Context: an optimization exercise on an open-source flow, tuned for small area, a short achievable clock period and few clock cycles. The choices shown serve that exercise and are no tape-out recipe.
The RTL was checked by simulation tests, not by an equivalence proof against the original design.
Power figures rest on the tool's default switching activity, not on a simulated workload.

--- flow/config.mk ---
export PLATFORM = sky130hd
export DESIGN_NAME = buddy_block_allocator_unit
export DESIGN_NICKNAME = buddy_block_allocator_unit
export VERILOG_FILES = /design/flow/design.v
export SDC_FILE = /design/flow/constraint.sdc
export NUM_CORES = 4
export LEC_CHECK = 0
export CAP_MARGIN = 30
export CORE_MARGIN = 2
export CORE_UTILIZATION = 45
export CTS_BUF_LIST = sky130_fd_sc_hd__clkbuf_8
export PLACE_DENSITY = 0.62
export SETUP_SLACK_MARGIN = 4.3
export SLEW_MARGIN = 20
--- flow/constraint.sdc ---
create_clock -name core_clock -period 9.0 [get_ports {clk}]
set_input_delay 1.8000 -clock core_clock [delete_from_list [all_inputs] [get_ports {clk}]]
set_output_delay 1.8000 -clock core_clock [all_outputs]
set_load 0.01 [all_outputs]
--- flow/design.v ---
`default_nettype none
package bba_pkg;
    localparam int ENTRIES    = 256;
    localparam int UNIT_BYTES = 32;
    localparam int HEAP_BYTES = ENTRIES * UNIT_BYTES;
    localparam int IDX_W      = $clog2(ENTRIES);
    localparam int CNT_W      = IDX_W + 1;
    localparam int UNIT_SH    = $clog2(UNIT_BYTES);
    localparam int ENTRY_W    = $clog2(HEAP_BYTES) + 2;
    localparam int REQ_W      = 15;
    localparam int SIZE_W     = REQ_W + 1;
    localparam int ADDR_W     = 32;
    localparam logic [31:0] HEAP_BASE_RESET = 32'h2000_1000;
    localparam logic CMD_ALLOC = 1'b0;
    localparam logic CMD_FREE  = 1'b1;
    localparam logic [1:0] ST_OK       = 2'd0;
    localparam logic [1:0] ST_NOSPACE  = 2'd1;
    localparam logic [1:0] ST_RANGE    = 2'd2;
    localparam logic [1:0] ST_NOTALLOC = 2'd3;
    typedef struct packed {
        logic              valid;
        logic [1:0]        status;
        logic [ADDR_W-1:0] addr;
    } res_t;
endpackage
`default_nettype wire
`default_nettype none
module bba_padd #(
    parameter int W = 13
) (
    input  wire logic [W-1:0] a,
    input  wire logic [W-1:0] b,
    input  wire logic         cin,
    output logic      [W-1:0] sum,
    output logic              cout
);
    localparam int LV = $clog2(W + 1);
    logic [W:0] g [LV+1];
    logic [W:0] p [LV+1];
    always_comb
    begin
        g[0][0] = cin;
        p[0][0] = 1'b0;
        for (int i = 0; i < W; i++)
        begin
            g[0][i+1] = a[i] & b[i];
            p[0][i+1] = a[i] ^ b[i];
        end
        for (int l = 0; l < LV; l++)
        begin
            for (int i = 0; i <= W; i++)
            begin
                if (i >= (1 << l))
                begin
                    g[l+1][i] = g[l][i] | (p[l][i] & g[l][i - (1 << l)]);
                    p[l+1][i] = p[l][i] & p[l][i - (1 << l)];
                end
                else
                begin
                    g[l+1][i] = g[l][i];
                    p[l+1][i] = p[l][i];
                end
            end
        end
        for (int i = 0; i < W; i++)
            sum[i] = a[i] ^ b[i] ^ g[LV][i];
        cout = g[LV][W];
    end
endmodule
`default_nettype wire
`default_nettype none
module bba_engine (
    input  wire logic        clk,
    input  wire logic        clr_all,    
    input  wire logic        is_free,    
    input  wire logic        go,         
    input  wire logic [8:0]  oh,         
    input  wire logic [8:0]  th,         
    input  wire logic [7:0]  unit,       
    output logic             a_ok,       
    output logic [7:0]       p_unit,     
    output logic             f_ok        
);
    localparam int NN = 511;
    localparam int SL = 4;
    localparam int NS = 256 >> SL;
    logic [NN-1:0]   r_q;
    logic [NN-1:0]   d;         
    logic [9*NN-1:0] t;         
    logic [NN-1:0]   s;         
    logic [NN-1:0]   dm;        
    logic [NN-1:0]   p;         
    logic [NN-1:0]   lp;        
    logic [NN-1:0]   set_v;
    logic [NN-1:0]   clr_v;
    logic [8:0]      fl;        
    logic [8:0]      z;         
    logic [8:0]      c_lvl;     
    logic [8:0]      a_set;
    logic [8:0]      f_clr;
    logic [NS-1:0]   u_s;       
    logic [9*NS-1:0] a_s;       
    logic [9*NS-1:0] c_s;       
    logic [8*NS-1:0] lu_s;      
    logic            p_root;
    logic [8:0]      hit;       
    always_comb
    begin
        z[0] = 1'b1;
        for (int j = 1; j < 9; j++)
            z[j] = z[j-1] & !unit[j-1];
        fl[0] = 1'b1;
        for (int j = 1; j < 9; j++)
            fl[j] = is_free ? !unit[j-1] : th[j];
        for (int j = 0; j < 9; j++)
        begin
            c_lvl[j] = is_free & z[j];
            a_set[j] = go & oh[j];
            f_clr[j] = go & c_lvl[j];
        end
    end
    genvar j, i, k;
    generate
        for (j = 0; j < 9; j++) begin : g_lvl
            for (i = 0; i < (256 >> j); i++) begin : g_node
                localparam int N = 512 - (512 >> j) + i;
                if (j == 0) begin : g_leaf
                    assign d[N] = r_q[N];
                    assign t[9*N +: 9] = {8'b0, !r_q[N]};
                    assign s[N] = 1'b1;
                end
                else begin : g_inner
                    localparam int L = 512 - (512 >> (j-1)) + 2*i;
                    localparam int R = L + 1;
                    assign d[N] = r_q[N] | d[L] | d[R];
                    for (k = 0; k < 9; k++) begin : g_k
                        if (k < j) begin : g_lo
                            assign t[9*N+k] = !r_q[N] & (t[9*L+k] | t[9*R+k]);
                        end
                        else if (k == j) begin : g_eq
                            assign t[9*N+k] = !d[N];
                        end
                        else begin : g_hi
                            assign t[9*N+k] = 1'b0;
                        end
                    end
                    assign s[N]  = fl[j] | (|(t[9*L +: 9] & oh));
                    assign dm[L] = s[N];
                    assign dm[R] = !s[N];
                end
                if (j >= SL) begin : g_up
                    logic [8-j:0] x;
                    assign x[0] = 1'b1;
                    for (k = j; k < 8; k++) begin : g_anc
                        assign x[k-j+1] = x[k-j] & dm[512 - (512 >> k) + (i >> (k-j))];
                    end
                    assign p[N]     = x[8-j] & p_root;
                    assign set_v[N] = a_set[j] & p[N];
                    assign clr_v[N] = f_clr[j] & p[N];
                end
                if (j == SL) begin : g_sroot
                    assign lp[N] = 1'b1;
                    assign u_s[i] = p[N];
                end
                if (j < SL) begin : g_low
                    localparam int S = i >> (SL - j);
                    localparam int PA = 512 - (512 >> (j+1)) + (i >> 1);
                    assign lp[N]    = lp[PA] & dm[N];
                    assign set_v[N] = a_s[9*S+j] & lp[N];
                    assign clr_v[N] = c_s[9*S+j] & lp[N];
                end
                if (j > SL) begin : g_nolp
                    assign lp[N] = 1'b0;
                end
                if (j < SL) begin : g_nop
                    assign p[N] = 1'b0;
                end
            end
        end
        for (i = 0; i < NS; i++) begin : g_sub
            for (k = 0; k < 9; k++) begin : g_op
                assign a_s[9*i+k] = a_set[k] & u_s[i];
                assign c_s[9*i+k] = f_clr[k] & u_s[i];
            end
            for (k = 0; k < 8; k++) begin : g_ub
                if (k < SL) begin : g_lo
                    logic [(1 << (SL-k-1))-1:0] rc;
                    for (j = 0; j < (1 << (SL-k-1)); j++) begin : g_rc
                        assign rc[j] = lp[512 - (512 >> k) + (i << (SL-k)) + 2*j + 1];
                    end
                    assign lu_s[8*i+k] = u_s[i] & (|rc);
                end
                else begin : g_hi
                    assign lu_s[8*i+k] = 1'b0;
                end
            end
        end
    endgenerate
    assign a_ok   = |(t[9*(NN-1) +: 9] & oh);
    assign p_root = is_free | a_ok;
    assign dm[NN-1] = 1'b1;
    always_comb
    begin
        for (int j = 0; j < 9; j++)
            hit[j] = c_lvl[j] & r_q[(512 - (512 >> j)) + (32'(unit) >> j)];
    end
    assign f_ok = |hit;
    always_comb
    begin
        for (int b = 0; b < 8; b++)
        begin
            p_unit[b] = 1'b0;
            if (b >= SL)
            begin
                for (int m = 0; m < (128 >> b); m++)
                    p_unit[b] = p_unit[b] | p[512 - (512 >> b) + 2*m + 1];
            end
            else
            begin
                for (int m = 0; m < NS; m++)
                    p_unit[b] = p_unit[b] | lu_s[8*m+b];
            end
        end
    end
    always_ff @(posedge clk)
    begin
        if (clr_all)
            r_q <= '0;
        else
            r_q <= (r_q & ~clr_v) | set_v;
    end
endmodule
`default_nettype wire
`default_nettype none
module buddy_block_allocator_unit (
    input  wire logic                      clk,
    input  wire logic                      rst_n,
    input  wire logic                      cfg_we,
    input  wire logic [31:0]               cfg_wdata,
    input  wire logic                      in_valid,
    output logic                           in_ready,
    input  wire logic                      cmd,
    input  wire logic [bba_pkg::REQ_W-1:0] req_size,
    input  wire logic [31:0]               free_addr,
    output logic                           out_valid,
    input  wire logic                      out_ready,
    output logic [1:0]                     status,
    output logic [31:0]                    result_addr
);
    localparam logic [31:0] HEAP_BASE_RESET = bba_pkg::HEAP_BASE_RESET;
    logic [31:0] heap_base_reg;
    logic        init_reg;
    logic        s1_valid;
    logic        s1_cmd;
    logic        s1_bad;        
    logic [8:0]  s1_oh;         
    logic [8:0]  s1_th;         
    logic [7:0]  s1_unit;
    logic [4:0]  s1_low;
    logic        hd_valid;      
    logic [1:0]  hd_status;
    logic [12:0] hd_off;
    logic        o_valid;       
    logic [1:0]  o_status;
    logic [31:0] o_addr;
    logic        adv3;
    logic        go;
    logic        pop;
    logic [1:0]  res_status;
    logic [12:0] res_off;
    logic [13:0] off_lo;
    logic [18:0] base_hi_p1;
    logic        f_bad;
    logic [8:0]  th_in;
    logic [8:0]  lvl_in;
    logic        a_ok;
    logic [7:0]  p_unit;
    logic        f_ok;
    logic [13:0] res_lo;
    assign adv3     = !o_valid || out_ready;
    assign pop      = !hd_valid || adv3;
    assign go       = s1_valid && pop;
    assign in_ready = !s1_valid || pop;
    logic        off_c;
    logic        res_c;
    bba_padd #(.W(19)) u_inc (
        .a(heap_base_reg[31:13]), .b(19'd0), .cin(1'b1),
        .sum(base_hi_p1), .cout()
    );
    bba_padd #(.W(13)) u_sub (
        .a(free_addr[12:0]), .b(~heap_base_reg[12:0]), .cin(1'b1),
        .sum(off_lo[12:0]), .cout(off_c)
    );
    assign off_lo[13] = !off_c;
    assign f_bad      = off_lo[13] ? (free_addr[31:13] != base_hi_p1)
                                   : (free_addr[31:13] != heap_base_reg[31:13]);
    logic       a_bad;
    assign a_bad = 32'(req_size) > 32'(bba_pkg::HEAP_BYTES);
    always_comb
    begin
        th_in[0] = 1'b1;
        for (int m = 1; m < 9; m++)
            th_in[m] = 32'(req_size) > (32'd32 << (m - 1));
        for (int m = 0; m < 8; m++)
            lvl_in[m] = th_in[m] & !th_in[m+1];
        lvl_in[8] = th_in[8];
    end
    bba_engine u_engine (
        .clk    (clk),
        .clr_all(init_reg),
        .is_free(s1_cmd == bba_pkg::CMD_FREE),
        .go     (go && !s1_bad),
        .oh     (s1_oh),
        .th     (s1_th),
        .unit   (s1_unit),
        .a_ok   (a_ok),
        .p_unit (p_unit),
        .f_ok   (f_ok)
    );
    always_comb
    begin
        if (s1_cmd == bba_pkg::CMD_ALLOC)
        begin
            res_status = (s1_bad || !a_ok) ? bba_pkg::ST_NOSPACE : bba_pkg::ST_OK;
            res_off    = {p_unit, 5'b0};
        end
        else
        begin
            res_status = s1_bad ? bba_pkg::ST_RANGE
                                : (f_ok ? bba_pkg::ST_OK : bba_pkg::ST_NOTALLOC);
            res_off    = {s1_unit, s1_low};
        end
    end
    always_ff @(posedge clk or negedge rst_n)
    begin
        if (!rst_n)
        begin
            heap_base_reg <= HEAP_BASE_RESET;
            init_reg      <= 1'b1;
            s1_valid      <= 1'b0;
            hd_valid      <= 1'b0;
            o_valid       <= 1'b0;
        end
        else
        begin
            init_reg <= 1'b0;
            if (cfg_we)
                heap_base_reg <= cfg_wdata;
            if (in_ready)
                s1_valid <= in_valid;
            if (pop)
                hd_valid <= s1_valid;
            if (adv3)
                o_valid <= hd_valid;
        end
    end
    always_ff @(posedge clk)
    begin
        if (in_ready)
        begin
            s1_cmd  <= cmd;
            s1_bad  <= (cmd == bba_pkg::CMD_ALLOC) ? a_bad : f_bad;
            s1_unit <= off_lo[12:5];
            s1_low  <= off_lo[4:0];
            s1_oh   <= (cmd == bba_pkg::CMD_ALLOC) ? lvl_in : 9'b0;
            s1_th   <= th_in;
        end
        if (go)
        begin
            hd_status <= res_status;
            hd_off    <= res_off;
        end
        if (adv3 && hd_valid)
        begin
            o_status <= hd_status;
            o_addr   <= (hd_status == bba_pkg::ST_OK)
                        ? {res_lo[13] ? base_hi_p1 : heap_base_reg[31:13], res_lo[12:0]}
                        : 32'd0;
        end
    end
    bba_padd #(.W(13)) u_add (
        .a(heap_base_reg[12:0]), .b(hd_off), .cin(1'b0),
        .sum(res_lo[12:0]), .cout(res_c)
    );
    assign res_lo[13] = res_c;
    assign out_valid   = o_valid;
    assign status      = o_status;
    assign result_addr = o_addr;
endmodule
`default_nettype wire
--- flow/run.sh ---
#!/bin/bash
# synth_recipe.tcl (not shown) runs the flow's synth.tcl, then flattens the netlist and writes it again
# the make line also repeats each setting of config.mk as NAME=value (left out here)
make -C /OpenROAD-flow-scripts/flow DESIGN_CONFIG=/design/flow/config.mk WORK_HOME=/design/flow/orfs CLKGATE_MAP_FILE= SYNTH_SCRIPT=/design/flow/synth_recipe.tcl finish
==> flow_summary.yaml, run 1 <==
status:
  status: "finished clean"
synthesis:
  synth_fp_nets: 5271
  yosys.area.top_type: "dfxtp_1"
  synth_cell_types: 98
  ys.flop_type: "dfxtp_1"
  async_flop_share_pct: 5.73
  ys_warn_count: 8
  yosys-top-cells-area: "dfxtp_1 (24%), mux4_2 (8.5%), edfxtp_1 (5.7%)"
  syn_inst: 5157
  syn_avg_cell_area_um2: 8.23
  synth_edf_count: 81
  yosys.area.top_type_share_pct: 24.1
  seq_area_frac_synth_pct: 32.0
  ys_seq_elements: 628
  synth_area_um2: 42400
timing:
  finalHoldViolations: 0
  slew-limit-headroom_pct: 21.9
  fmax_ghz: 0.209
  post-route-min-period_ns: 4.79
  setup_ws_ns: 4.21
  drv_slew: 0
  tightest_slew_ns: 1.17
  setup_viol: 0
  finalCritPeriodShare_pct: 53.2
  tns_ns: 0
  rsz0062_at_grt: "true"
  skew_ns: 0.0499
placed_design:
  io_buffers: 120
  place_area_um2: 44800
  hpwl_um: 123000
  pre_cts_slack_ns: 2.97
  place_congestion: 1.06
global_routing:
  first_global_vias: 42400
  grt_pass1_wl_um: 269000
  antenna_found_initial: 11
  grt_start_max_net_pins: 82
  track_usage_pct: 35.7
  gr-total-overflow: 0
finish:
  drive_above_1_share_pct: 14.7
  final_cell_mix: "dfxtp_1 (504), o21ai_0 (466), a21oi_1 (436)"
  fin_nets: 5304
  fin_area_um2: 48600
  final_util_pct: 52.1
  syn_to_final_growth_pct: 14.5
  layout_commonest_cell: "dfxtp_1"
  fillers: 8896
  largest_reg_flops: 511
pwr:
  ir_drop_uv: 129
  p_leak_uw: 0.0157
  fin_total_pwr_uw: 8230
  power.density_nw_per_um2: 169
cts:
  cts_buffer_depth: 3
  clock_sinks: 628
  h-tree-depth: 3
  clk_pin_slew_worst_paths_ns: 0.07
  cts_hold_buf: 0
  clock_latency_ns: 0.83
  numCtsBuffers: 114
  cts_tree: "done"
  cts-root-buf: "clkbuf_8"
worst_setup_path:
  worst_setup_path_end_kind: "flop"
  cp.arrival_ns: 5.33
  path_max_fanout: 28
  worstSetupStartpointType: "flop"
  critPathKind: "flop to flop"
  cp.required_ns: 9.54
die:
  coreArea_um2: 93300
  io_pins: 121
  die_y_um: 311
  die_x_um: 311
  fp.dieArea_um2: 96800
  start_util_pct: 45.5
  rows: 112
detailed_routing:
  drc: 0
  drt_iter0_drc: 6592
  drtAntennaViolNets: 0
  vias: 46200
  wl_um: 181000
  viasPerCell: 7.05
  first_pass_iters: 9
  wl_per_cell_um: 27.6
run:
  cap_violations: 0
min_path:
  hold_path.class: "flop to flop"
==> critical path: stages (launching register included) <==
cell	delay, ns
dfxtp_1	0.37
or4_1	0.64
a41o_1	0.30
a21oi_1	0.31
o21ai_0	0.20
a21boi_0	0.47
a2111oi_2	0.12
o2111ai_2	0.28
nor4_4	0.09
buf_12	0.19
or3b_4	0.44
buf_6	0.20
o22a_2	0.31
nand4_1	0.15
o31a_1	0.40
==> path summary, 6_finish.rpt <==
check	cells past startpoint	from	end	slack, ns
worst max-delay path	14	u_engine.r_q[244]	hd_off[6]	4.21
worst max register to register	14	u_engine.r_q[244]	hd_off[6]	4.21
worst min-delay path	0	hd_status[0]	o_status[0]	0.44
max in group asynchronous	2	rst_n	heap_base_reg[12]	7.58
worst min register to register	0	hd_status[0]	o_status[0]	0.44
min in group asynchronous	1	rst_n	heap_base_reg[30]	0.86
==> cell type report <==
type	count	area (um2)	area share (%)
tap	1254	1570	3.23
antenna	7	17.5	0.0360
clock buffer	144	1980	4.08
timing repair buffer	267	2490	5.13
inverter	181	698	1.44
sequential	628	13600	27.9
clock inverter	72	439	0.904
multi-input combinational	3998	27800	57.2
==> kinds of logic after synthesis <==
kind of cell	synth area share [%]
xor gates and xnor gates	1.16
buffers and inverters	4.85
other	0.00884
and+or+nand+nor	21.5
adders and majority gates	0.873
DFF	32.0
muxes	9.82
AOI/OAI and AO/OA	29.8
==> where the power goes <==
group	switching [uW]	leakage [uW]	total (uW)	internal, uW
registers	51.5	0.00534	2980	2920
logic	1580	0.00900	2300	721
clock network	1370	0.00140	2950	1580
==> synthesized netlist by cell type (72+ instances only) <==
cell,n
dfxtp_1,511
o21ai_0,472
a21oi_1,440
nand2_1,410
nor2_1,376
clkbuf_1,290
inv_1,181
nand3_1,178
mux4_2,160
nor4_1,158
nor3_1,134
o211ai_1,134
or3_1,111
o31ai_1,85
nand4_1,83
a32o_1,81
edfxtp_1,81
a211oi_1,77
nand2b_1,75
or2_2,72
==> metrics by stage <==
stage | hold WS [ns] | cells
detailed placement | 0.438 | 6288
global route | 0.444 | 6547
CTS | 0.443 | 6522
floorplan | 0.417 | 5157
finish | 0.443 | 6551
global placement | 0.428 | 6282
==> what timing repair did <==
item	CTS	global route
hold endpoints to repair	0	0
pin swaps	8	16
gates resized for setup	97	103
buffers inserted	18	18
cloned	0	0
endpoints found under the setup margin	453	361
==> layer usage <==
metal  global-route usage (%)  up-vias  part of all wire, %
li1                         -    20200                    -
met1                     46.1    22000                   38
met2                     53.7     3102                   43
met3                     8.82      798                   12
met4                     21.8       12                  7.0
met5                        0        -                0.039
Testbench counts, summed over its fixed seeds: cycles 4,824.
==> run 2: changes to the inputs <==
==> flow/config.mk (replaced) <==
export PLATFORM = sky130hd
export DESIGN_NAME = buddy_block_allocator_unit
export DESIGN_NICKNAME = buddy_block_allocator_unit
export VERILOG_FILES = /design/flow/design.v
export SDC_FILE = /design/flow/constraint.sdc
export NUM_CORES = 4
export LEC_CHECK = 0
export CAP_MARGIN = 20
export CORE_MARGIN = 2
export CORE_UTILIZATION = 52
export CTS_BUF_LIST = sky130_fd_sc_hd__clkbuf_8
export PLACE_DENSITY = 0.7
export SETUP_SLACK_MARGIN = 4.4
export SLEW_MARGIN = 20
==> flow_summary.yaml, run 2 <==
status:
  status: "finished clean"
die:
  fp.dieArea_um2: 83900
  io_pins: 121
  die_x_um: 290
  rows: 104
  start_util_pct: 52.6
  die_y_um: 290
  coreArea_um2: 80700
synthesis:
  synth_fp_nets: 5271
  yosys.area.top_type_share_pct: 24.1
  seq_area_frac_synth_pct: 32.0
  synth_edf_count: 81
  synth_most_common_cell: "dfxtp_1"
  synth_xor_area_share_pct: 1.16
  yosys-top-cells-area: "dfxtp_1 (24%), mux4_2 (8.5%), edfxtp_1 (5.7%)"
  yosys.area.top_type: "dfxtp_1"
  synth_area_um2: 42400
  synth-compound-area-share_pct: 29.8
  synth_fa_ha_area_share_pct: 0.873
  syn_avg_cell_area_um2: 8.23
  ys_warn_count: 8
  synth_top_family_by_area: "compound AO/OA/AOI/OAI gates"
  synthTopCellsByCount: "dfxtp_1 (511), o21ai_0 (472), a21oi_1 (440), nand2_1 (410), nor2_1 (376)"
  ys.flop_type: "dfxtp_1"
  synthMuxAreaShare_pct: 9.82
  synth_cell_types: 98
  ys_seq_elements: 628
  yosys.area_share.simple_pct: 21.5
  async_flop_share_pct: 5.73
  syn_inst: 5157
worst_setup_path:
  path_cells: "inv_1 > buf_4 > o32ai_1 > nor3_2 > nor2b_1 > and2_1 > nor4_1 > o22a_1 > nand4_1 > o31a_1"
  max_stage_delay_ns: 1.03
  cp.required_ns: 9.55
  worst_setup_path_end_kind: "flop"
  worstSetupStartpointType: "flop"
  crit_slowest_cell: "nor4_1"
  cp.arrival_ns: 5.22
  reg2reg_setup_slack_ns: 4.33
  path_max_fanout: 25
  critPathKind: "flop to flop"
global_routing:
  gr-total-overflow: 0
  grt_start_max_net_pins: 166
  track_usage_pct: 40.6
  antenna_found_initial: 13
  grt_pass1_wl_um: 263000
  first_global_vias: 42800
min_path:
  hold_path.class: "flop to flop"
timing:
  finalCritPeriodShare_pct: 51.9
  rsz0062_at_grt: "true"
  tightest_slew_ns: 1.22
  post-route-min-period_ns: 4.67
  tns_ns: 0
  setup_viol: 0
  drv_slew: 0
  slew-limit-headroom_pct: 17.6
  finalHoldViolations: 0
  fmax_ghz: 0.214
  skew_ns: 0.0452
finish:
  final_cell_mix: "dfxtp_1 (489), o21ai_0 (459), a21oi_1 (436)"
  drive_above_1_share_pct: 15.9
  fillers: 7229
  syn_to_final_growth_pct: 14.7
  layout_commonest_cell: "dfxtp_1"
  fin_nets: 5320
  largest_reg_flops: 511
  final_util_pct: 60.4
pwr:
  p_leak_uw: 0.0159
  ir_drop_uv: 148
  power.density_nw_per_um2: 169
detailed_routing:
  vias: 46800
  wl_per_cell_um: 28.0
  viasPerCell: 7.35
  first_pass_iters: 8
  drc: 0
  drt_iter0_drc: 7198
  wl_um: 178000
  drtAntennaViolNets: 0
cts:
  numCtsBuffers: 113
  cts-root-buf: "clkbuf_8"
  clock_latency_ns: 0.80
  cts_buffer_depth: 3
  clock_sinks: 628
  clk_pin_slew_worst_paths_ns: 0.06
  cts_tree: "done"
  h-tree-depth: 3
placed_design:
  place_congestion: 1.07
  hpwl_um: 117000
  io_buffers: 120
run:
  cap_violations: 0
## run 2: cell types whose count changed in the layout (fill, tap and decap cells not counted), sizes merged, moves of 2 or more
| cell | change |
|---|---|
| diode | -2 |
| inv | -12 |
| buf | +13 |
| clkinv | +9 |
## run 2: area by class of cell
| class | count | area, um2 | area share [%] |
|---|---|---|---|
| Multi-Input combinational cell | 4001 | 28000 | 57.5 |
| Sequential cell | 628 | 13600 | 27.9 |
| Timing Repair Buffer | 281 | 2640 | 5.42 |
| Clock buffer | 143 | 1970 | 4.04 |
| Tap cell | 1060 | 1330 | 2.72 |
| Inverter | 181 | 707 | 1.45 |
| Clock inverter | 69 | 445 | 0.915 |
| Antenna cell | 5 | 12.5 | 0.0257 |
## run 2: logic make-up after synthesis
logic type / after synthesis
AO/OA/AOI/OAI: 1912
XOR/XNOR: 56
adder cells (fa/ha/maj): 29
buffers and inverters: 531
flip-flops: 628
multiplexers: 213
other: 1
AND/OR/NAND/NOR: 1787
## run 2: per-stage QoR
step                area [um2]  worst slack (ns)  hold slack [ns]  cells  total power (uW)
floorplan                42400              4.31            0.417   5157              4360
global placement         44400              3.39            0.422   6071              5120
detailed placement       44500              3.31            0.430   6072              5140
CTS                      47700              4.36            0.444   6309              8050
global route             48700              4.34            0.465   6364              8450
finish                   48700              4.33            0.441   6368              8240
## run 2: metal layers
| layer | GRT usage, % | part of all wire (%) | vias up | wire [um] |
|---|---|---|---|---|
| met5 | 0 | 0.047 | - | 84 |
| met4 | 24.8 | 7.1 | 14 | 12700 |
| met3 | 13.1 | 14 | 818 | 25700 |
| met2 | 58.9 | 42 | 3606 | 74100 |
| met1 | 52.5 | 37 | 22200 | 65700 |
| li1 | - | - | 20200 | - |
## run 2: path summary, 6_finish.rpt
check / end / cells after the start / start
setup / recovery: hd_off[6] / 10 / s1_oh[1]
hold / removal: o_status[0] / 0 / hd_status[0]
setup reg to reg: hd_off[6] / 10 / s1_oh[1]
hold reg to reg: o_status[0] / 0 / hd_status[0]
max in group asynchronous: heap_base_reg[9] / 1 / rst_n
min in group asynchronous: heap_base_reg[22] / 1 / rst_n
## run 2: power by group
part           internal, uW  leakage, uW  switching, uW
clock network          1570      0.00136           1350
logic                   716      0.00920           1620
registers              2930      0.00535           58.2
## run 2: repair_timing
action / CTS / global route
endpoints found under the setup margin: 504 / 481
gates resized for setup: 156 / 123
pin swaps: 21 / 28
buffers inserted: 24 / 46
hold buffers: 0 / 0
gates cloned: 1 / 8
## run 2: critical path: cells and delay by family (launching register included)
family,cells,cell delay (ns)
buffers and inverters,2,1.05
and+or+nand+nor,5,2.00
AOI/OAI and AO/OA,3,0.81
DFF,1,0.54
==> run 3: changes to the inputs <==
--- a/flow/design.v
+++ b/flow/design.v
@@ -75,7 +75,6 @@
     input  wire logic        is_free,    
     input  wire logic        go,         
     input  wire logic [8:0]  oh,         
-    input  wire logic [8:0]  th,         
     input  wire logic [7:0]  unit,       
     output logic             a_ok,       
     output logic [7:0]       p_unit,     
@@ -93,6 +92,7 @@
     logic [NN-1:0]   lp;        
     logic [NN-1:0]   set_v;
     logic [NN-1:0]   clr_v;
+    logic [8:0]      th;        
     logic [8:0]      fl;        
     logic [8:0]      z;         
     logic [8:0]      c_lvl;     
@@ -106,6 +106,9 @@
     logic [8:0]      hit;       
     always_comb
     begin
+        th[8] = oh[8];
+        for (int j = 7; j >= 0; j--)
+            th[j] = th[j+1] | oh[j];
         z[0] = 1'b1;
         for (int j = 1; j < 9; j++)
             z[j] = z[j-1] & !unit[j-1];
@@ -254,7 +257,6 @@
     logic        s1_cmd;
     logic        s1_bad;        
     logic [8:0]  s1_oh;         
-    logic [8:0]  s1_th;         
     logic [7:0]  s1_unit;
     logic [4:0]  s1_low;
     logic        hd_valid;      
@@ -311,7 +313,6 @@
         .is_free(s1_cmd == bba_pkg::CMD_FREE),
         .go     (go && !s1_bad),
         .oh     (s1_oh),
-        .th     (s1_th),
         .unit   (s1_unit),
         .a_ok   (a_ok),
         .p_unit (p_unit),
@@ -363,7 +364,6 @@
             s1_unit <= off_lo[12:5];
             s1_low  <= off_lo[4:0];
             s1_oh   <= (cmd == bba_pkg::CMD_ALLOC) ? lvl_in : 9'b0;
-            s1_th   <= th_in;
         end
         if (go)
         begin
--- a/flow/config.mk
+++ b/flow/config.mk
@@ -5,7 +5,7 @@
 export SDC_FILE = /design/flow/constraint.sdc
 export NUM_CORES = 4
 export LEC_CHECK = 0
-export CAP_MARGIN = 20
+export CAP_MARGIN = 30
 export CORE_MARGIN = 2
 export CORE_UTILIZATION = 52
 export CTS_BUF_LIST = sky130_fd_sc_hd__clkbuf_8
==> flow_summary.yaml, run 3 <==
synthesis:
  ys.flop_type: "dfxtp_1"
  async_flop_share_pct: 5.81
  syn_avg_cell_area_um2: 8.25
  synth_cell_types: 101
  ys_warn_count: 8
  synth_fp_nets: 5196
  synthTopCellsByCount: "dfxtp_1 (511), a21oi_1 (454), nor2_1 (420), o21ai_0 (417), nand2_1 (355)"
  ys_seq_elements: 620
  synth_edf_count: 73
  synth_most_common_cell: "dfxtp_1"
  yosys-top-cells-area: "dfxtp_1 (24%), mux4_2 (8.8%), a21oi_1 (5.4%)"
  synth_area_um2: 41900
  seq_area_frac_synth_pct: 31.8
  yosys.area.top_type_share_pct: 24.4
  syn_inst: 5082
  yosys.area.top_type: "dfxtp_1"
pwr:
  power.density_nw_per_um2: 171
  p_leak_uw: 0.0167
  power_frac_comb_pct: 31.7
  ir_drop_uv: 132
  p_sw_uw: 3240
  fin_total_pwr_uw: 8490
  p_int_uw: 5250
  pwr-share-clk_pct: 33.6
  sw_frac_of_total_pct: 38.2
  p_seq_share_pct: 34.7
timing:
  setup_viol: 0
  fmax_ghz: 0.206
  tightest_slew_ns: 1.41
  skew_ns: 0.0503
  slew-limit-headroom_pct: 5.37
  setup_ws_ns: 4.14
  drv_slew: 0
  finalHoldViolations: 0
  post-route-min-period_ns: 4.86
  rsz0062_at_grt: "true"
  finalCritPeriodShare_pct: 53.9
  tns_ns: 0
detailed_routing:
  drt_iter0_drc: 7086
  drtAntennaViolNets: 0
  viasPerCell: 7.43
  vias: 47200
  first_pass_iters: 8
  wl_um: 184000
  drc: 0
  wl_per_cell_um: 29.0
global_routing:
  gr-total-overflow: 0
  grt_start_max_net_pins: 88
  first_global_vias: 42600
  track_usage_pct: 42.3
  grt_pass1_wl_um: 269000
  antenna_found_initial: 12
worst_setup_path:
  worstSetupStartpointType: "flop"
  reg2reg_setup_slack_ns: 4.14
  r2r_cells: 14
  r2r_start: "s1_oh[3]"
  cp.arrival_ns: 5.50
  cp.required_ns: 9.65
  worst_setup_path_end_kind: "flop"
  path_max_fanout: 27
  r2r-end: "hd_off[5]"
  critPathKind: "flop to flop"
die:
  start_util_pct: 52.3
  coreArea_um2: 80200
  fp.dieArea_um2: 82900
  die_y_um: 288
  rows: 104
  io_pins: 121
  die_x_um: 288
finish:
  drive_above_1_share_pct: 17.7
  fin_nets: 5311
  syn_to_final_growth_pct: 18.6
  largest_reg_flops: 511
  fin_area_um2: 49800
  final_cell_mix: "dfxtp_1 (505), a21oi_1 (428), nor2_1 (392)"
  fillers: 6988
  layout_commonest_cell: "dfxtp_1"
  final_util_pct: 62.1
placed_design:
  pre_cts_slack_ns: 3.06
  io_buffers: 120
  hpwl_um: 122000
  place_area_um2: 44100
  place_congestion: 1.05
min_path:
  holdPathStages: 0
  hold_start: "hd_status[1]"
  worst_hold_path.endpoint: "o_status[1]"
  hold_path.class: "flop to flop"
cts:
  h-tree-depth: 3
  cts-root-buf: "clkbuf_8"
  clock_sinks: 620
  cts_buffer_depth: 3
  cts_tree: "done"
  numCtsBuffers: 113
  clock_latency_ns: 0.79
  clk_pin_slew_worst_paths_ns: 0.07
run:
  cap_violations: 0
status:
  status: "finished clean"
run 3: power groups by stage:
stage	Combinational (uW)	Clock, uW	Sequential, uW
global route	2770	2980	2950
global placement	2280	0	3000
detailed placement	2290	0	3000
floorplan	1450	0	2980
finish	2690	2850	2950
CTS	2410	2870	2940
run 3: cell families after synthesis:
group | Yosys count | share of synthesized area [%]
AOI/OAI and AO/OA | 1889 | 30.2
and+or+nand+nor | 1771 | 21.4
DFF | 620 | 31.8
buffers and inverters | 505 | 4.57
muxes | 211 | 9.99
xor gates and xnor gates | 56 | 1.17
adders and majority gates | 29 | 0.883
other | 1 | 0.00894
run 3: worst max path at each step:
| stage | start | to | slack (ns) | cells past startpoint |
|---|---|---|---|---|
| final | s1_oh[3] | hd_off[5] | 4.14 | 14 |
| after global routing | u_engine.r_q[69] | u_engine.r_q[260] | 4.14 | 15 |
| after floorplan | free_addr[1] | s1_bad | 4.42 | 14 |
| after detailed placement | u_engine.r_q[74] | u_engine.r_q[41] | 3.06 | 13 |
| after CTS | u_engine.r_q[78] | hd_off[7] | 4.30 | 14 |
| after global placement | u_engine.r_q[74] | u_engine.r_q[33] | 3.12 | 13 |
run 3: worst max-delay path: stages, from the launching register on:
cell and delay [ns]:
edfxtp_1 0.32, buf_4 0.51, inv_1 0.10, buf_4 0.28
a21boi_4 0.41, buf_4 0.29, nor3_1 0.11, a211oi_1 0.74
o211a_1 0.30, a221o_1 0.22, nand2_1 0.12, a2111oi_0 0.63
a311oi_2 0.15, nand4b_1 0.28, o32a_1 0.20
run 3: per-stage QoR:
stage,hold slack [ns],std cells
after floorplan,0.417,5082
after global placement,0.427,6003
after detailed placement,0.437,6005
after CTS,0.444,6269
after global routing,0.465,6351
final,0.442,6354
run 3: area by class of cell:
cell class                      count  area, um2  area share [%]
Tap cell                         1060       1330            2.67
Inverter                          153        593            1.19
Clock inverter                     73        502            1.01
Clock buffer                      134       1840            3.71
Multi-Input combinational cell   3969      28700            57.7
Antenna cell                        5       12.5          0.0251
Timing Repair Buffer              340       3420            6.88
Sequential cell                   620      13300            26.8
run 3: repair_timing:
action | 4_1_cts | 5_1_grt
resized for setup | 169 | 366
hold buffers | 0 | 0
cloned | 5 | 19
endpoints found under the hold margin | 0 | 0
buffers inserted | 52 | 57
pin swaps | 34 | 114
setup endpoints to repair | 516 | 471
run 3: metal layers:
metal  vias to the layer above  routed length [um]  GRT usage [%]  part of all wire, %
li1                      20200                   -              -                    -
met1                     22400               67000           54.3                   36
met2                      3740               77600           62.3                   42
met3                       882               26200           12.6                   14
met4                        16               13500           26.4                  7.3
met5                         -                 117              0                0.063
Testbench counts of run 3, summed over its fixed seeds: cycles 4,824.
==> run 4: changes to the inputs <==
--- a/flow/config.mk
+++ b/flow/config.mk
@@ -7,8 +7,8 @@
 export LEC_CHECK = 0
 export CAP_MARGIN = 30
 export CORE_MARGIN = 2
-export CORE_UTILIZATION = 52
+export CORE_UTILIZATION = 45
 export CTS_BUF_LIST = sky130_fd_sc_hd__clkbuf_8
-export PLACE_DENSITY = 0.7
+export PLACE_DENSITY = 0.62
 export SETUP_SLACK_MARGIN = 4.4
 export SLEW_MARGIN = 20
==> flow_summary.yaml, run 4 <==
cts:
  clock_latency_ns: 0.82
  h-tree-depth: 3
  clk_pin_slew_worst_paths_ns: 0.07
  cts-root-buf: "clkbuf_8"
  cts_tree: "done"
  numCtsBuffers: 114
  clock_sinks: 620
  cts_buffer_depth: 3
synthesis:
  syn_avg_cell_area_um2: 8.25
  yosys-top-cells-area: "dfxtp_1 (24%), mux4_2 (8.8%), a21oi_1 (5.4%)"
  synth_most_common_cell: "dfxtp_1"
  synth_area_um2: 41900
  syn_inst: 5082
  ys.flop_type: "dfxtp_1"
  ys_seq_elements: 620
  yosys.area.top_type_share_pct: 24.4
  yosys.area.top_type: "dfxtp_1"
  seq_area_frac_synth_pct: 31.8
  synth_edf_count: 73
  synth_cell_types: 101
  synthTopCellsByCount: "dfxtp_1 (511), a21oi_1 (454), nor2_1 (420), o21ai_0 (417), nand2_1 (355)"
  async_flop_share_pct: 5.81
  ys_warn_count: 8
  synth_fp_nets: 5196
pwr:
  p_seq_share_pct: 34.2
  fin_total_pwr_uw: 8610
  pwr-share-clk_pct: 34.7
  sw_frac_of_total_pct: 38.0
  ir_drop_uv: 153
  p_sw_uw: 3270
  p_int_uw: 5330
  power.density_nw_per_um2: 169
  power_frac_comb_pct: 31.1
  p_leak_uw: 0.0169
worst_setup_path:
  worstSetupStartpointType: "flop"
  cp.required_ns: 9.55
  critPathKind: "flop to flop"
  cp.arrival_ns: 5.37
  crit_family: "simple AND/OR/NAND/NOR gates"
  worst_setup_path_end_kind: "flop"
  max_stage_delay_ns: 0.58
  critPathBufInv: 2
  crit_slowest_cell: "or4_1"
  path_cells: "or4_4 > o31ai_4 > buf_12 > buf_4 > o21ai_0 > nor4_4 > nor3_1 > o211a_1 > or4_1 > nor4b_4 > a2bb2oi_2 > nand4b_1 > o32a_1"
  path_max_fanout: 8
die:
  start_util_pct: 45.5
  rows: 111
  die_y_um: 309
  coreArea_um2: 92100
  fp.dieArea_um2: 95700
  io_pins: 121
  die_x_um: 309
global_routing:
  gr-total-overflow: 0
  first_global_vias: 42300
  antenna_found_initial: 14
  grt_start_max_net_pins: 88
  grt_pass1_wl_um: 273000
  track_usage_pct: 37.3
detailed_routing:
  vias: 47300
  drtAntennaViolNets: 0
  drc: 0
  top_layer: "met5"
  wl_per_cell_um: 28.6
  drt_iter0_drc: 7378
  wl_met2_um: 79400
  wl_met3_um: 24400
  first_pass_iters: 8
  wl_met1_um: 71200
  wl_um: 188000
  viasPerCell: 7.20
finish:
  layout.cells.non_filler: 6567
  final_cell_mix: "dfxtp_1 (506), a21oi_1 (424), nor2_1 (390)"
  drive_above_1_share_pct: 19.6
  fillers: 8434
  syn_to_final_growth_pct: 21.6
  largest_reg_flops: 511
  layout_commonest_cell: "dfxtp_1"
  fin_nets: 5334
run:
  cap_violations: 0
timing:
  slew-limit-headroom_pct: 19.0
  tightest_slew_ns: 1.21
  post-route-min-period_ns: 4.82
  tns_ns: 0
  fmax_ghz: 0.207
  finalHoldViolations: 0
  drv_slew: 0
  rsz0062_at_grt: "true"
  skew_ns: 0.0546
  setup_viol: 0
  finalCritPeriodShare_pct: 53.6
status:
  status: "finished clean"
placed_design:
  hpwl_um: 124000
  io_buffers: 120
  dp.cells: 6193
  place_congestion: 1.04
min_path:
  hold_path.class: "flop to flop"
-- run 4: cell counts after synthesis --
Identical to the previous run, type by type.
-- run 4: repair_timing --
action                                  in CTS  in global routing
hold buffers                                 0                  0
cloned                                       9                 20
endpoints found under the setup margin     519                446
setup buffers                               43                 77
resized for setup                          170                482
pin swaps                                   35                159
-- run 4: cells by family (layout without fill, tap and decap cells) --
| group | Yosys count | after routing | synth area share (%) |
|---|---|---|---|
| AO/OA/AOI/OAI | 1889 | 1890 | 30.2 |
| multiplexers | 211 | 211 | 9.99 |
| buffers and inverters | 505 | 723 | 4.57 |
| AND/OR/NAND/NOR | 1771 | 1781 | 21.4 |
| other | 1 | 14 | 0.00894 |
| adder cells (fa/ha/maj) | 29 | 29 | 0.883 |
| flip-flops | 620 | 620 | 31.8 |
| XOR/XNOR | 56 | 56 | 1.17 |
-- run 4: worst paths after layout --
path	start	end	slack (ns)	depth (start not counted)
max	s1_oh[7]	hd_off[5]	4.18	13
min	hd_status[1]	o_status[1]	0.47	0
max reg2reg	s1_oh[7]	hd_off[5]	4.18	13
min reg2reg	hd_status[1]	o_status[1]	0.47	0
max in group asynchronous	rst_n	heap_base_reg[29]	7.55	2
min in group asynchronous	rst_n	heap_base_reg[16]	0.93	1
-- run 4: per-layer routing --
metal	vias up	track usage [%]
li1	20200	-
met1	22500	49.3
met2	3703	54.8
met3	876	10.2
met4	12	21.0
met5	-	0
-- run 4: worst reg2reg max path, cell delays in order (launching register included) --
cell and delay, ns:
edfxtp_1 0.53, or4_4 0.56, o31ai_4 0.32, buf_12 0.16, buf_4 0.20, o21ai_0 0.21, nor4_4 0.40, nor3_1 0.21
o211a_1 0.21, or4_1 0.58, nor4b_4 0.33, a2bb2oi_2 0.29, nand4b_1 0.20, o32a_1 0.37
-- run 4: cell type report --
cell class,count,area [um2],area share [%]
clock buffers,134,1840,3.62
inverters,153,586,1.15
multi-input cells,3968,29300,57.5
diodes,13,32.5,0.0638
flip-flops and latches,620,13300,26.2
clock inverters,73,579,1.14
repair buffers,363,3740,7.34
well taps,1243,1560,3.05
-- run 4: power groups by stage --
stage | combinational, uW | clock [uW] | sequential (uW)
after global placement | 2300 | 0 | 3000
after global routing | 2770 | 3110 | 2950
final | 2680 | 2990 | 2940
after detailed placement | 2310 | 0 | 3000
after CTS | 2410 | 2990 | 2940
after floorplan | 1450 | 0 | 2980
-- run 4: through the flow --
stage | instance area [um2] | utilization, % | setup slack (ns) | hold slack (ns)
floorplan | 41900 | - | 4.42 | 0.417
global placement | 44300 | 48.1 | 2.98 | 0.459
detailed placement | 44300 | 48.2 | 2.92 | 0.446
CTS | 48000 | 52.2 | 4.17 | 0.475
global route | 51000 | 55.4 | 4.13 | 0.496
finish | 51000 | 55.4 | 4.18 | 0.473
==> run 5: changes to the inputs <==
--- a/flow/design.v
+++ b/flow/design.v
@@ -75,6 +75,9 @@
     input  wire logic        is_free,    
     input  wire logic        go,         
     input  wire logic [8:0]  oh,         
+    input  wire logic [8:0]  fl,         
+    input  wire logic [8:0]  a_lvl,      
+    input  wire logic [8:0]  c_lvl,      
     input  wire logic [7:0]  unit,       
     output logic             a_ok,       
     output logic [7:0]       p_unit,     
@@ -92,10 +95,6 @@
     logic [NN-1:0]   lp;        
     logic [NN-1:0]   set_v;
     logic [NN-1:0]   clr_v;
-    logic [8:0]      th;        
-    logic [8:0]      fl;        
-    logic [8:0]      z;         
-    logic [8:0]      c_lvl;     
     logic [8:0]      a_set;
     logic [8:0]      f_clr;
     logic [NS-1:0]   u_s;       
@@ -106,19 +105,9 @@
     logic [8:0]      hit;       
     always_comb
     begin
-        th[8] = oh[8];
-        for (int j = 7; j >= 0; j--)
-            th[j] = th[j+1] | oh[j];
-        z[0] = 1'b1;
-        for (int j = 1; j < 9; j++)
-            z[j] = z[j-1] & !unit[j-1];
-        fl[0] = 1'b1;
-        for (int j = 1; j < 9; j++)
-            fl[j] = is_free ? !unit[j-1] : th[j];
         for (int j = 0; j < 9; j++)
         begin
-            c_lvl[j] = is_free & z[j];
-            a_set[j] = go & oh[j];
+            a_set[j] = go & a_lvl[j];
             f_clr[j] = go & c_lvl[j];
         end
     end
@@ -257,6 +246,9 @@
     logic        s1_cmd;
     logic        s1_bad;        
     logic [8:0]  s1_oh;         
+    logic [8:0]  s1_fl;         
+    logic [8:0]  s1_al;         
+    logic [8:0]  s1_cl;         
     logic [7:0]  s1_unit;
     logic [4:0]  s1_low;
     logic        hd_valid;      
@@ -297,6 +289,7 @@
     assign f_bad      = off_lo[13] ? (free_addr[31:13] != base_hi_p1)
                                    : (free_addr[31:13] != heap_base_reg[31:13]);
     logic       a_bad;
+    logic [8:0] z_in;
     assign a_bad = 32'(req_size) > 32'(bba_pkg::HEAP_BYTES);
     always_comb
     begin
@@ -306,13 +299,19 @@
         for (int m = 0; m < 8; m++)
             lvl_in[m] = th_in[m] & !th_in[m+1];
         lvl_in[8] = th_in[8];
+        z_in[0] = 1'b1;
+        for (int m = 1; m < 9; m++)
+            z_in[m] = z_in[m-1] & !off_lo[m+4];
     end
     bba_engine u_engine (
         .clk    (clk),
         .clr_all(init_reg),
         .is_free(s1_cmd == bba_pkg::CMD_FREE),
-        .go     (go && !s1_bad),
+        .go     (go),
         .oh     (s1_oh),
+        .fl     (s1_fl),
+        .a_lvl  (s1_al),
+        .c_lvl  (s1_cl),
         .unit   (s1_unit),
         .a_ok   (a_ok),
         .p_unit (p_unit),
@@ -363,7 +362,20 @@
             s1_bad  <= (cmd == bba_pkg::CMD_ALLOC) ? a_bad : f_bad;
             s1_unit <= off_lo[12:5];
             s1_low  <= off_lo[4:0];
-            s1_oh   <= (cmd == bba_pkg::CMD_ALLOC) ? lvl_in : 9'b0;
+            if (cmd == bba_pkg::CMD_ALLOC)
+            begin
+                s1_oh <= lvl_in;
+                s1_fl <= th_in;
+                s1_al <= a_bad ? 9'b0 : lvl_in;
+                s1_cl <= 9'b0;
+            end
+            else
+            begin
+                s1_oh <= 9'b0;
+                s1_fl <= {~off_lo[12:5], 1'b1};
+                s1_al <= 9'b0;
+                s1_cl <= f_bad ? 9'b0 : z_in;
+            end
         end
         if (go)
         begin
==> flow/config.mk (replaced) <==
export PLATFORM = sky130hd
export DESIGN_NAME = buddy_block_allocator_unit
export DESIGN_NICKNAME = buddy_block_allocator_unit
export VERILOG_FILES = /design/flow/design.v
export SDC_FILE = /design/flow/constraint.sdc
export NUM_CORES = 4
export LEC_CHECK = 0
export CAP_MARGIN = 20
export CORE_MARGIN = 2
export CORE_UTILIZATION = 35
export CTS_BUF_LIST = sky130_fd_sc_hd__clkbuf_8
export PLACE_DENSITY = 0.5
export SETUP_SLACK_MARGIN = 3.5
export SLEW_MARGIN = 20
==> flow_summary.yaml, run 5 <==
synthesis:
  synth_most_common_cell: "dfxtp_1"
  yosys-top-cells-area: "dfxtp_1 (23%), mux4_2 (8.6%), edfxtp_1 (6.8%)"
  syn_inst: 5293
  synth_area_um2: 43700
  syn_avg_cell_area_um2: 8.25
  yosys.area.top_type_share_pct: 23.4
  ys_seq_elements: 646
  ys.flop_type: "dfxtp_1"
  seq_area_frac_synth_pct: 32.3
  synth_cell_types: 109
  ys_warn_count: 8
  synth_fp_nets: 5407
  async_flop_share_pct: 5.57
  synth_edf_count: 99
  yosys.area.top_type: "dfxtp_1"
  synthTopCellsByCount: "dfxtp_1 (511), nor2_1 (465), a21oi_1 (447), nand2_1 (428), clkbuf_1 (311)"
timing:
  finalCritPeriodShare_pct: 61.3
  tns_ns: 0
  fmax_ghz: 0.181
  post-route-min-period_ns: 5.52
  hold_slack_ns: 0.484
  setup_ws_ns: 3.48
  skew_ns: 0.0562
  tightest_slew_ns: 1.22
  drv_slew: 0
  rsz0062_at_grt: "false"
  finalHoldViolations: 0
  slew-limit-headroom_pct: 18.4
  setup_viol: 0
pwr:
  power_frac_comb_pct: 25.7
  p_leak_uw: 0.0158
  p_sw_uw: 3160
  power.density_nw_per_um2: 176
  sw_frac_of_total_pct: 36.6
  ir_drop_uv: 159
  p_int_uw: 5490
  p_seq_share_pct: 36.4
  pwr-share-clk_pct: 38.0
detailed_routing:
  drc: 0
  wl_per_cell_um: 29.0
  viasPerCell: 6.63
  wl_um: 203000
  vias: 46400
  drtAntennaViolNets: 0
  first_pass_iters: 6
  drt_iter0_drc: 5966
cts:
  cts_buffer_depth: 3
  numCtsBuffers: 131
  cts_hold_buf: 0
  h-tree-depth: 4
  clock_sinks: 646
  cts-root-buf: "clkbuf_8"
  clock_latency_ns: 0.91
  cts_tree: "done"
  clk_pin_slew_worst_paths_ns: 0.06
die:
  fp.dieArea_um2: 128000
  coreArea_um2: 124000
  start_util_pct: 35.3
  die_x_um: 357
  die_y_um: 357
  rows: 129
  io_pins: 121
worst_setup_path:
  r2r_start: "u_engine.r_q[424]"
  critPathKind: "flop to flop"
  cp.required_ns: 9.62
  r2r_cells: 12
  r2r-end: "hd_off[6]"
  worst_setup_path_end_kind: "flop"
  cp.arrival_ns: 6.14
  path_max_fanout: 8
  crit_slowest_cell: "nor4b_4"
  critPathBufInv: 0
  path_cells: "nor4_1 > nor4_1 > nand2b_1 > nand4_1 > a22oi_1 > o32ai_1 > o41a_1 > o41a_2 > nor4b_4 > o32ai_1 > a211o_1 > o32a_1"
  reg2reg_setup_slack_ns: 3.48
  max_stage_delay_ns: 0.73
  worstSetupStartpointType: "flop"
  crit_family: "compound AO/OA/AOI/OAI gates"
min_path:
  hold_start: "u_engine.r_q[465]"
  holdPathStages: 2
  hold_path.class: "flop to flop"
  worst_hold_path.endpoint: "u_engine.r_q[465]"
placed_design:
  pre_cts_slack_ns: 3.00
  hpwl_um: 136000
  io_buffers: 120
  place_congestion: 0.986
finish:
  final_util_pct: 39.7
  layout_commonest_cell: "dfxtp_1"
  syn_to_final_growth_pct: 12.7
  fin_nets: 5367
  fillers: 12700
  largest_reg_flops: 511
  final_cell_mix: "dfxtp_1 (511), nor2_1 (456), a21oi_1 (447)"
  drive_above_1_share_pct: 11.6
run:
  cap_violations: 0
global_routing:
  grt_pass1_wl_um: 297000
  grt_start_max_net_pins: 157
  first_global_vias: 43600
  antenna_found_initial: 12
  gr-total-overflow: 0
  track_usage_pct: 31.0
status:
  status: "finished clean"
## run 5: cell count changes after synthesis, sizes merged, moves of 25 or more
cell / delta
o21ai: -96
o21a: +56
a211oi: +83
nand3: +37
o211ai: -25
nor2: +46
edfxtp: +26
buf: +27
a22o: -79
nand2: +73
## run 5: cell type report
type	count	area [um2]	share of cell area, %
Multi-Input combinational cell	4091	27600	56.2
Antenna cell	6	15.0	0.0305
Tap cell	1637	2050	4.16
Timing Repair Buffer	222	2040	4.15
Clock inverter	82	592	1.20
Inverter	161	618	1.26
Clock buffer	156	2150	4.36
Sequential cell	646	14100	28.7
## run 5: power groups by stage
stage	registers, uW	clock network (uW)	logic (uW)
floorplan	3140	0	1330
global placement	3200	0	2140
detailed placement	3200	0	2140
CTS	3140	3340	2160
global route	3150	3470	2320
finish	3150	3280	2220
## run 5: tightest hold or removal path, stage by stage, from the launching register on
cell and delay, ns:
dfxtp_1 0.33, nand2_1 0.06, a21oi_1 0.05
## run 5: worst max-delay path by stage
stage                     depth (start not counted)                 to               from  slack (ns)
after global placement                           15           s1_cl[8]       free_addr[1]        2.70
final                                            12          hd_off[6]  u_engine.r_q[424]        3.48
after floorplan                                   1           in_ready          out_ready        3.83
after CTS                                        13  u_engine.r_q[184]   u_engine.r_q[91]        3.46
after global routing                             14  u_engine.r_q[128]  u_engine.r_q[403]        3.52
after detailed placement                         12   u_engine.r_q[45]   u_engine.r_q[10]        3.00
## run 5: kinds of logic after synthesis
kind of cell / after synthesis / synth area share, %
compound gates: 1850 / 28.9
xor+xnor: 54 / 1.08
fa+ha+maj: 30 / 0.871
buf+inv: 556 / 4.93
flops: 646 / 32.3
mux: 213 / 9.71
other cells: 1 / 0.00859
simple gates: 1943 / 22.2
## run 5: per-layer routing
metal	wire (um)	track usage, %	share of wire [%]	vias to the layer above
li1	-	-	-	20700
met1	82900	40.5	41	22700
met2	90100	47.9	44	2492
met3	19900	7.28	9.8	554
met4	10200	15.2	5.0	10
met5	64	0	0.032	-
## run 5: what timing repair did
item	in CTS	in global routing
setup endpoints to repair	184	270
pin swaps	0	2
buffers inserted	0	4
resized for setup	16	23
## run 5: stage by stage
step                      instances  cell area (um2)  total power, uW
after global routing           6997            49200             8940
after detailed placement       6752            46300             5350
after floorplan                5293            43700             4470
after CTS                      6990            49000             8640
after global placement         6751            46200             5340
final                          7001            49200             8650
Testbench counts of run 5, summed over its fixed seeds: cycles 4,824.

==> port drivers added, routing unchanged <==
Ports are ideal in the flow. The routed layouts listed here were re-timed in OpenROAD. Step 1: set_driving_cell puts a clkbuf_16 on clk and a buf_2 on each other input, an assumption about the parent block. Step 2 times the ports against the registers' clock, not the clock port: input delays grow and output delays shrink by t, the midpoint of the rising clock arrivals with the driver on. a / b / c = no drivers / after step 1 / after step 2; a / b = the first two.
run | shift t [ns] | setup WS [ns] | slew at the worst register clock pin (ns) | pins driven straight from the clock port
run 1 | 0.874 | 4.210 / 4.210 / 3.418 | 0.07 / 0.07 | 1
run 2 | 0.839 | 4.332 / 4.332 / 3.555 | 0.07 / 0.07 | 1
run 3 | 0.834 | 4.145 / 4.145 / 3.391 | 0.07 / 0.07 | 1
run 4 | 0.858 | 4.179 / 4.179 / 3.640 | 0.08 / 0.08 | 1
run 5 | 0.961 | 3.479 / 3.479 / 2.935 | 0.07 / 0.07 | 1
After both steps setup and hold are still met in every run listed. For run 1, which loses most, drivers alone change the setup slack by 0.000 ns; drivers and shift together by -0.792 ns.
